Background: an optimization exercise with open tools, aiming at small area and a short achievable clock period. Do not read the settings as production practice. Function was checked by simulation only, so behaviour that the tests miss may differ from the original.

== job 101 ==
## dcm_top
module dcm_top (
    input  logic        clk,
    input  logic        rst,
    input  logic        sig_in,
    input  logic        wb_cyc,
    input  logic        wb_stb,
    input  logic        wb_we,
    input  logic [1:0]  wb_adr,
    input  logic [31:0] wb_dat_w,
    output logic [31:0] wb_dat_r,
    output logic        wb_ack
);
    localparam int PW = 16;
    localparam int DW = 7;
    localparam int RW = PW + DW;
    localparam int DEPTH = 8;
    logic sig_s1, sig_s2, sig_d;
    always_ff @(posedge clk or negedge rst) begin
        if (!rst) begin
            sig_s1 <= 1'b0;
            sig_s2 <= 1'b0;
            sig_d  <= 1'b0;
        end else begin
            sig_s1 <= sig_in;
            sig_s2 <= sig_s1;
            sig_d  <= sig_s2;
        end
    end
    logic rise;      
    logic pre;       
    assign rise = sig_s2 & ~sig_d;
    assign pre  = sig_s1 & ~sig_s2;
    logic          enable;
    logic          armed;
    logic          push;
    logic [PW-1:0] period_cnt;
    logic [PW-1:0] high_cnt;
    logic          p_max, h_max;
    logic [PW-1:0] p_inc, h_inc;    
    logic [PW-1:0] rem_q;           
    logic [PW-1:0] rem_in, div_p, rem2;
    logic          div_inc, div_dec;
    logic [2:0]    qstep;
    logic [1:0]    q_a, q_b;        
    logic          p_two;
    logic [DW-1:0] duty;
    assign p_max = &period_cnt;
    assign h_max = &high_cnt;
    assign p_inc = p_max ? period_cnt : period_cnt + 1'b1;
    assign h_inc = (sig_s2 && !h_max) ? high_cnt + 1'b1 : high_cnt;
    always_comb begin
        div_p   = p_inc;
        div_dec = rise & ~p_max;
        div_inc = ~rise & ~pre & ~&p_inc;
        rem_in  = (rise | pre) ? rem_q : h_inc;
    end
    duty_meter u_div (
        .rem_in  (rem_in),
        .div_p   (div_p),
        .inc     (div_inc),
        .dec     (div_dec),
        .rem_out (rem2),
        .q       (qstep)
    );
    assign p_two = (period_cnt == PW'(2));
    assign duty  = p_two ? DW'(64) : {q_b, q_a, qstep};
    always_ff @(posedge clk) begin
        rem_q <= rem2;
  ...
==> flow/config.mk <==
export PLATFORM = sky130hd
export DESIGN_NAME = dcm_top
export DESIGN_NICKNAME = dcm_top
export VERILOG_FILES = /design/flow/design.v
export SDC_FILE = /design/flow/constraint.sdc
export NUM_CORES = 4
export LEC_CHECK = 0
export CAP_MARGIN = 0
export CORE_MARGIN = 2
export CORE_UTILIZATION = 72
export CTS_BUF_LIST = sky130_fd_sc_hd__clkbuf_16
export CTS_CLUSTER_DIAMETER = 150
export CTS_CLUSTER_SIZE = 28
export PLACE_DENSITY = 0.82
export SLEW_MARGIN = 0
==> flow/constraint.sdc <==
create_clock -name core_clock -period 68.0 [get_ports {clk}]
set_input_delay 13.6000 -clock core_clock [delete_from_list [all_inputs] [get_ports {clk}]]
set_output_delay 13.6000 -clock core_clock [all_outputs]
set_load 0.01 [all_outputs]
standard.sh (not shown) runs the stock make flow with config.mk's settings and CLKGATE_MAP_FILE= SYNTH_SCRIPT=/design/flow/synth_recipe.tcl, a recipe that flattens the netlist after the stock synthesis.
==> flow/flow/run.sh <==
#!/bin/bash
# Standard ORFS layout with plain buffers on the ports instead of the delay
# buffers buffer_ports picks by default. Every tool's output is kept in a log
# file in the work folder.
set -euo pipefail
export BUFFER_PORTS_ARGS="-buffer_cell sky130_fd_sc_hd__buf_2"
bash standard.sh > standard.log 2>&1
--- input diff job 101..job 102 ---
diff --git a/flow/config.mk b/flow/config.mk
--- a/flow/config.mk
+++ b/flow/config.mk
@@ -9,7 +9,7 @@
 export CORE_MARGIN = 2
-export CORE_UTILIZATION = 72
+export CORE_UTILIZATION = 65
 export CTS_BUF_LIST = sky130_fd_sc_hd__clkbuf_16
 export CTS_CLUSTER_DIAMETER = 150
-export CTS_CLUSTER_SIZE = 28
-export PLACE_DENSITY = 0.82
+export CTS_CLUSTER_SIZE = 30
+export PLACE_DENSITY = 0.78
 export SLEW_MARGIN = 0
- Die area in job 102 is about 10% above job 101.
- Y dimension of the die: job 102 and job 101 compared, higher one is job 102
- Going from job 101 to job 102, count of plain and timing-repair buffers in the layout grew by more than 10%.

-- separate check: timing with driven ports --
The results above use ideal ports. As a check the final layouts listed here were re-extracted and re-timed, cells and wires unchanged.
Step 1 assumes that a clkbuf_16 drives the clock port and a buf_2 every other input.
Step 2 moves the port delays by t, midway between the first and last clock arrival at a register: inputs arrive t later, outputs are due t later. That takes back most of the time a late clock gives input paths.
Slacks: no drivers / after step 1 / after step 2; pairs: no drivers / after step 1.
run | t, ns | slack for setup (ns) | worst slew at a driven data input, ns | pins driven straight from the clock port
job 101 | 0.517 | 53.389 / 53.364 / 52.890 | 0.05 | 1
job 102 | 0.522 | 53.415 / 53.370 / 53.009 | 0.03 | 1
After both steps every run listed still meets setup and hold. The setup slack of job 101, which loses most, moves by -0.025 ns with the drivers and by -0.499 ns with both steps.
